Context: an optimization exercise on an open-source flow, tuned for small area, a short achievable clock period and few clock cycles. The choices shown serve that exercise and are no tape-out recipe. Function not checked in this run: the RTL went through the layout flow alone.

--- design/flow/config.mk ---
export PLATFORM = sky130hd
export DESIGN_NAME = stack_cpu
export DESIGN_NICKNAME = stack_cpu
export VERILOG_FILES = /design/flow/design.v
export SDC_FILE = /design/flow/constraint.sdc
export NUM_CORES = 4
export LEC_CHECK = 0
export CAP_MARGIN = 20
export CORE_MARGIN = 2
export CORE_UTILIZATION = 40
export SLEW_MARGIN = 20
--- design/flow/design.v ---
package stack_cpu_pkg;
    localparam int word_width = 32;
    localparam int addr_width = 24;    
    localparam int byte_width = 8;
endpackage
module stack_alu (
    input  logic [7:0]  op,        
    input  logic [31:0] top,
    input  logic [31:0] second,
    output logic [31:0] result
);
    logic        is_sub;
    logic [32:0] sum;
    logic        lt_u;
    logic        lt_s;
    logic        eq;
    assign is_sub = (op[3:0] != 4'h2);
    assign sum    = {1'b0, second} + {1'b0, top ^ {32{is_sub}}} + {32'd0, is_sub};
    assign lt_u   = !sum[32];
    assign lt_s   = (second[31] ^ top[31]) ? second[31] : sum[31];
    assign eq     = (second == top);
    always_comb begin
        case (op)
            8'h02, 8'h03: result = sum[31:0];
            8'h09:        result = {31'd0, eq};
            8'h0a:        result = {31'd0, lt_s};
            8'h0c:        result = {31'd0, lt_u};
            8'h16:        result = second & top;
            8'h17:        result = second | top;
            8'h18:        result = second ^ top;
            8'h19:        result = ~top;
            default:      result = {31'd0, top == 32'd0};    
        endcase
    end
endmodule
module data_stack (
    input  logic        clk,
    input  logic        reset,
    input  logic        push,        
    input  logic        pop,         
    input  logic [1:0]  top_sel,     
    input  logic        sec_top,     
    input  logic [31:0] load_value,
    input  logic [7:0]  shift_byte,
    output logic [31:0] top,
    output logic [31:0] second
);
    logic [31:0] mem [6];
    logic [2:0]  p;
    logic [2:0]  pm1;
    logic [31:0] spilled;
    assign pm1 = p - 3'd1;
    always_comb begin
        case (pm1)
            3'd0: spilled = mem[0];
            3'd1: spilled = mem[1];
            3'd2: spilled = mem[2];
            3'd3: spilled = mem[3];
            3'd4, 3'd6: spilled = mem[4];
            default: spilled = mem[5];
        endcase
    end
    always_ff @(posedge clk) begin
        if (reset) p <= 3'd6;
        else if (push) p <= p + 3'd1;
        else if (pop) p <= pm1;
    end
    always_ff @(posedge clk) begin
        if (push) begin
            case (p)
                3'd0: mem[0] <= second;
                3'd1: mem[1] <= second;
                3'd2: mem[2] <= second;
                3'd3: mem[3] <= second;
                3'd4: mem[4] <= second;
                3'd5: mem[5] <= second;
                default: ;
            endcase
        end
    end
    always_ff @(posedge clk) begin
        if (push || sec_top) second <= top;
        else if (pop) second <= spilled;
    end
    always_ff @(posedge clk) begin
        case (top_sel)
            2'd1: top <= load_value;
            2'd2: top <= second;
            2'd3: top <= {shift_byte, top[31:8]};
            default: ;
        endcase
    end
endmodule
module stack_cpu (
    input  logic        clk,
    input  logic        reset,
    output logic [23:0] flash_addr,
    output logic        flash_enable,
    input  logic [7:0]  flash_data,
    input  logic        flash_ready,
    output logic [7:0]  uart_data,
    output logic        uart_send,
    input  logic        uart_busy,
    output logic        halted
);
    localparam logic [2:0] f_idle = 3'd0;    
    localparam logic [2:0] f_r1   = 3'd1;    
    localparam logic [2:0] f_r2   = 3'd2;    
    localparam logic [2:0] f_chk  = 3'd3;    
    localparam logic [2:0] f_hold = 3'd4;    
    logic [2:0]  fst;
    logic        hold_mode;
    logic        low_seen;
    logic        got;           
    logic        fail;
    logic        xv;            
    logic [7:0]  xb;
    logic        can_exec;
    logic        ex;            
    logic        slot_free;     
    logic [2:0]  imc;           
    logic        is_branch;     
    logic        taken;
    logic [15:0] target_lo;
    logic        imm_last;      
    assign imm_last  = (imc == 3'd1);
    assign slot_free = !xv || can_exec;
    assign got  = flash_ready && low_seen &&
                  ((fst == f_chk) || ((fst == f_hold) && slot_free));
    assign fail = (fst == f_chk) && !(flash_ready && low_seen);
    always_ff @(posedge clk) begin
        if (reset) begin
            fst          <= f_idle;
            flash_enable <= 1'b0;
            flash_addr   <= 24'd0;
            hold_mode    <= 1'b0;
            low_seen     <= 1'b0;
        end else if (halted) begin
            fst          <= f_idle;
            flash_enable <= 1'b0;
        end else begin
            if (got) begin
                if (is_branch && imm_last) begin
                    flash_addr <= taken ? {flash_data, target_lo} : flash_addr + 24'd2;
                end else begin
                    flash_addr <= flash_addr + 24'd1;
                end
            end
            case (fst)
                f_idle: begin
                    flash_enable <= 1'b1;
                    hold_mode    <= 1'b0;
                    low_seen     <= 1'b0;
                    fst          <= f_r1;
                end
                f_r1: fst <= f_r2;
                f_r2: begin
                    low_seen <= !flash_ready;
                    if (hold_mode || !slot_free) begin
                        fst <= f_hold;
                    end else begin
                        flash_enable <= 1'b0;
                        fst          <= f_chk;
                    end
                end
                f_chk: begin
                    flash_enable <= 1'b1;
                    hold_mode    <= fail;
                    low_seen     <= 1'b0;
                    fst          <= f_r1;
                end
                f_hold: begin
                    if (!flash_ready) low_seen <= 1'b1;
                    if (got) begin
                        flash_enable <= 1'b0;
                        fst          <= f_idle;
                    end
                end
                default: fst <= f_idle;
            endcase
        end
    end
    logic        is_op;
    assign is_op = (imc == 3'd0);
    logic        op_print;
    logic        op_halt;
    assign op_print = is_op && (xb == 8'h08);
    assign op_halt  = is_op && (xb == 8'hff);
    assign can_exec = !((op_print || op_halt) && uart_send);
    assign ex       = xv && can_exec && !halted;
    always_ff @(posedge clk) begin
        if (reset) begin
            xv <= 1'b0;
        end else begin
            if (got) xv <= 1'b1;
            else if (ex) xv <= 1'b0;
        end
        if (slot_free) xb <= flash_data;
    end
    logic        s_push;
    logic        s_pop;
    logic [1:0]  s_top;
    logic        s_swap;
    logic [31:0] top;
    logic [31:0] second;
    logic [31:0] alu_result;
    always_comb begin
        s_push = 1'b0;
        s_pop  = 1'b0;
        s_top  = 2'd0;
        s_swap = 1'b0;
        if (ex) begin
            if (!is_op) begin
                if (!is_branch) s_top = 2'd3;
            end else begin
                case (xb)
                    8'h01, 8'h12: s_push = 1'b1;                                
                    8'h14: begin s_push = 1'b1; s_top = 2'd2; end               
                    8'h02, 8'h03, 8'h09, 8'h0a, 8'h0c, 8'h16, 8'h17, 8'h18: begin
                        s_pop = 1'b1;
                        s_top = 2'd1;
                    end
                    8'h19, 8'h35: s_top = 2'd1;                                 
                    8'h05, 8'h08, 8'h0e: begin s_pop = 1'b1; s_top = 2'd2; end  
                    8'h13: begin s_swap = 1'b1; s_top = 2'd2; end               
                    default: ;
                endcase
            end
        end
    end
    always_ff @(posedge clk) begin
        if (reset) begin
            imc    <= 3'd0;
            halted <= 1'b0;
        end else if (ex) begin
            if (!is_op) begin
                imc <= imc - 3'd1;
            end else begin
                case (xb)
                    8'h01: imc <= 3'd4;
                    8'h0e, 8'h0f: imc <= 3'd3;
                    8'hff: halted <= 1'b1;
                    default: ;
                endcase
            end
        end
    end
    always_ff @(posedge clk) begin
        if (ex) begin
            if (is_op) begin
                is_branch <= (xb != 8'h01);
                taken     <= (xb == 8'h0f) || (top != 32'd0);
            end else begin
                if (imc == 3'd3) target_lo[7:0]  <= xb;
                if (imc == 3'd2) target_lo[15:8] <= xb;
            end
        end
    end
    always_ff @(posedge clk) begin
        if (reset) begin
            uart_send <= 1'b0;
        end else if (ex && op_print) begin
            uart_send <= 1'b1;
        end else if (!uart_busy) begin
            uart_send <= 1'b0;    
        end
        if (ex && op_print) uart_data <= top[7:0];
    end
    data_stack u_stack (
        .clk        (clk),
        .reset      (reset),
        .push       (s_push),
        .pop        (s_pop),
        .top_sel    (s_top),
        .sec_top    (s_swap),
        .load_value (alu_result),
        .shift_byte (xb),
        .top        (top),
        .second     (second)
    );
    stack_alu u_alu (
        .op     (xb),
        .top    (top),
        .second (second),
        .result (alu_result)
    );
endmodule
--- design/flow/constraint.sdc ---
create_clock -name core_clock -period 8.0 [get_ports {clk}]
set_input_delay 1.6000 -clock core_clock [delete_from_list [all_inputs] [get_ports {clk}]]
set_output_delay 1.6000 -clock core_clock [all_outputs]
set_load 0.01 [all_outputs]
--- design/flow/run.sh ---
#!/bin/bash
# synth_recipe.tcl (not shown) runs the flow's synth.tcl, then flattens the netlist and writes it again
# the make line also repeats each setting of config.mk as NAME=value (left out here)
make -C /OpenROAD-flow-scripts/flow DESIGN_CONFIG=/design/flow/config.mk WORK_HOME=/design/flow/orfs CLKGATE_MAP_FILE= SYNTH_SCRIPT=/design/flow/synth_recipe.tcl finish
==> impl_metrics.toml <==
[power]
p_leak_nw = 7.14
power_mw = 3.97
peakVddDrop_v = 0.000116
p_per_area_mw_per_mm2 = 196

[routing]
firstDrtPassIters = 6
final_antenna_net_count = 0
drc_errors = 0
via_per_inst = 5.98
wl_per_cell_um = 22.1
first_iter_violations = 1677
drt_wl_total_um = 50700
vias = 13719

[clock_tree]
path_clk_slew_ns = 0.06
clock_sinks = 334
insertion_delay_ns = 0.53
cts_root_buffer = "clkbuf_16"
cts_buffers = 36
cts_buffer_depth = 3
holdBufCountCts = 0
post_cts_buffers = 0
cts_tree = "yes"
post_cts_resized = 0
htree_levels = 2

[final_layout]
area_growth_pct = 12.4
fill_cells = 4060
multiInputGateArea_mm2 = 0.00775
seqCellArea_mm2 = 0.00959
antennaDiodeCount = 0
fin_nets = 1808
layout-drive-gt1-share_pct = 7.04

[setup_path]
worst-path-buf-inv = 1
crit_top_cell = "a221o_1"
cp_slowest_stage_delay_ns = 0.73
required_ns = 8.28
crit_family = "compound AO/OA/AOI/OAI gates"
arrival_ns = 5.17
start_kind = "flop"
end_kind = "flop"
worstPathCellList = "or4b_2, buf_4, xnor2_1, fa_1, a21o_1, a221o_1, a22oi_2, o32ai_1, a221o_1, a311oi_2, nand4b_1, nand3_1, o21bai_1"
crit_fanout = 33
cp_slowest_cell = "or4b_2"
critPathKind = "reg2reg"

[synth]
yosysSeqAreaShare_pct = 53.2
ys_types = 83
yosys.area_share.adder_pct = 8.31
muxShareOfSynthArea_pct = 0.688
synth_top_family_by_area = "compound AO/OA/AOI/OAI gates"
yosys.area.top_type = "edfxtp_1"
ys_ff_latch = 334
synth-async-reset-ratio_pct = 0
synth.area.top_cells = "edfxtp_1, ha_1, dfxtp_1, a21oi_1, a22oi_1"
synth_edf_count = 290
synthCells = 1664
netlist.area_leader.share_pct = 48.4
synth-xor-area-share_pct = 3.21
synthMostInstantiatedCell = "edfxtp_1"
syn_area_mm2 = 0.0180
synth_flop_cell = "edfxtp_1"
synth_compound_area_share_pct = 18.8
synth_common_cells = "edfxtp_1, a21oi_1, nand2_1, nor2_1, ha_1"
syn_nets = 1795
yosys_warnings = 4
yosys.area_share.simple_pct = 11.8
synth.avg_cell_area_um2 = 10.8

[global_route]
grt_max_degree = 66
track_usage_pct = 21.4
gr-total-overflow = 0
grtUsageMet3_pct = 3.19
grt_use_met2_pct = 33.1
grt_busiest_layer = "met2"
gr-usage-met1_pct = 31.2
grt_pass1_vias = 13124
antenna_found_initial = 0
grt_pass1_wl_um = 78200

[outcome]
status = "complete, no violations"

[sta]
slew_viol_final = 0
fmax_mhz = 204
finClkSkew_ns = 0.0163
tightest_slew_ns = 0.970
fin_crit_sh_pct = 61.2
rsz0062_at_grt = "false"
hold_violations = 0
tns_ns = 0
maxSlewHeadroom_pct = 35.4
min_period_ns = 4.89
finalSetupViolations = 0

[place]
place_congestion = 0.926
portBuffers = 46
dp_hpwl_um = 32800

[hold_path]
hold_path.class = "reg2reg"

[floorplan]
start_util_pct = 40.6
dieArea_mm2 = 0.0467
die_h_um = 216
ios = 47
die_w_um = 216
row_count = 77
core_area_mm2 = 0.0443

[run]
maxCapViolCount = 0
routing by layer:
| metal | up-vias | share of wire, % |
|---|---|---|
| li1 | 6356 | - |
| met1 | 6781 | 46 |
| met2 | 503 | 45 |
| met3 | 79 | 7.4 |
| met4 | 0 | 2.3 |
| met5 | - | 0 |
cell families (layout without fill, tap and decap cells):
group / after synthesis / after routing
buf+inv: 181 / 221
compound gates: 509 / 509
mux: 12 / 12
fa+ha+maj: 119 / 119
xor+xnor: 66 / 66
simple gates: 443 / 443
flops: 334 / 334
path summary, 6_finish.rpt:
| kind | from | to | slack [ns] | cells after the start |
|---|---|---|---|---|
| hold / removal | hold_mode | hold_mode | 0.48 | 2 |
| hold reg to reg | hold_mode | hold_mode | 0.48 | 2 |
| setup / recovery | xb[0] | u_stack.top[30] | 3.11 | 13 |
| setup reg to reg | xb[0] | u_stack.top[30] | 3.11 | 13 |
sequential cells by signal (all words and copies together) (netlist names), named ones only:
register	cells
flash_addr	24
u_stack.mem	192
uart_data	8
uart_send	1
halted	1
fst	3
target_lo	16
u_stack.top	32
taken	1
is_branch	1
imc	3
xb	8
low_seen	1
u_stack.p	3
u_stack.second	32
hold_mode	1
xv	1
flash_enable	1
area by class of cell:
type	count	share of cell area [%]
flip-flops and latches	334	47.4
multi-input cells	1149	38.3
clock buffers	42	4.67
well taps	592	3.66
repair buffers	70	3.17
inverters	86	1.60
clock inverters	23	1.21
worst reg2reg max path, cell delays in order, from the launching register on:
cell      delay (ns)
edfxtp_1        0.59
or4b_2          0.73
buf_4           0.32
xnor2_1         0.28
fa_1            0.46
a21o_1          0.20
a221o_1         0.38
a22oi_2         0.27
o32ai_1         0.19
a221o_1         0.43
a311oi_2        0.39
nand4b_1        0.16
nand3_1         0.08
o21bai_1        0.17
report_power, final:
part	total [mW]	switching, mW	internal [mW]
Sequential	1.91	0.0150	1.90
Combinational	0.368	0.219	0.149
Clock	1.69	0.707	0.987
cell usage in the layout, fill, tap and decap left out, drive strengths merged, types with 6 or more instances in the layout:
master	n
a221oi	55
and3	20
nor2	128
o211ai	9
a31oi	14
a211oi	10
nand3	22
o221ai	9
xor2	15
a22oi	83
o21ai	105
nor2b	10
a222oi	14
o22ai	6
a21oi	150
nor3	33
a221o	6
nand4	19
buf	24
ha	118
edfxtp	290
inv	90
dfxtp	44
xnor2	51
a21o	10
o31ai	8
mux2i	9
nand2b	12
nor4	20
clkdlybuf4s50	46
clkinv	10
nand2	138
and2	7
clkbuf	42
per-stage QoR:
stage | hold slack (ns) | cells | instance area, um2 | utilization [%] | worst slack (ns)
6_report | 0.484 | 2296 | 20200 | 45.7 | 3.11
5_1_grt | 0.524 | 2296 | 20200 | 45.7 | 2.95
4_1_cts | 0.489 | 2296 | 20200 | 45.7 | 3.16
3_5_place_dp | 0.480 | 2231 | 19000 | 43.0 | 3.19
3_3_place_gp | 0.462 | 2231 | 19000 | 43.0 | 3.27
2_1_floorplan | 0.443 | 1664 | 18000 | - | 3.86

separate check: timing with driven ports:
No port has a modelled driver above. Below, the same layout with a new extraction and two added sets of constraints. Step 1 assumes that a clkbuf_16 drives the clock port and a buf_2 every other input. Step 2, shift: input delay + t, output delay - t, t = (earliest + latest rising clock arrival at the registers) / 2. This alone moves slack from input paths to output paths. Slacks: ideal ports / drivers / drivers and shift; pairs: ideal ports / drivers.
t (ns): 0.586
slack for setup (ns): 3.106 / 3.106 / 3.106
pins driven straight from the clock port: 1
After both steps setup and hold are still met in this run. The setup slack of this run moves by 0.000 ns with the drivers and by 0.000 ns with both steps.
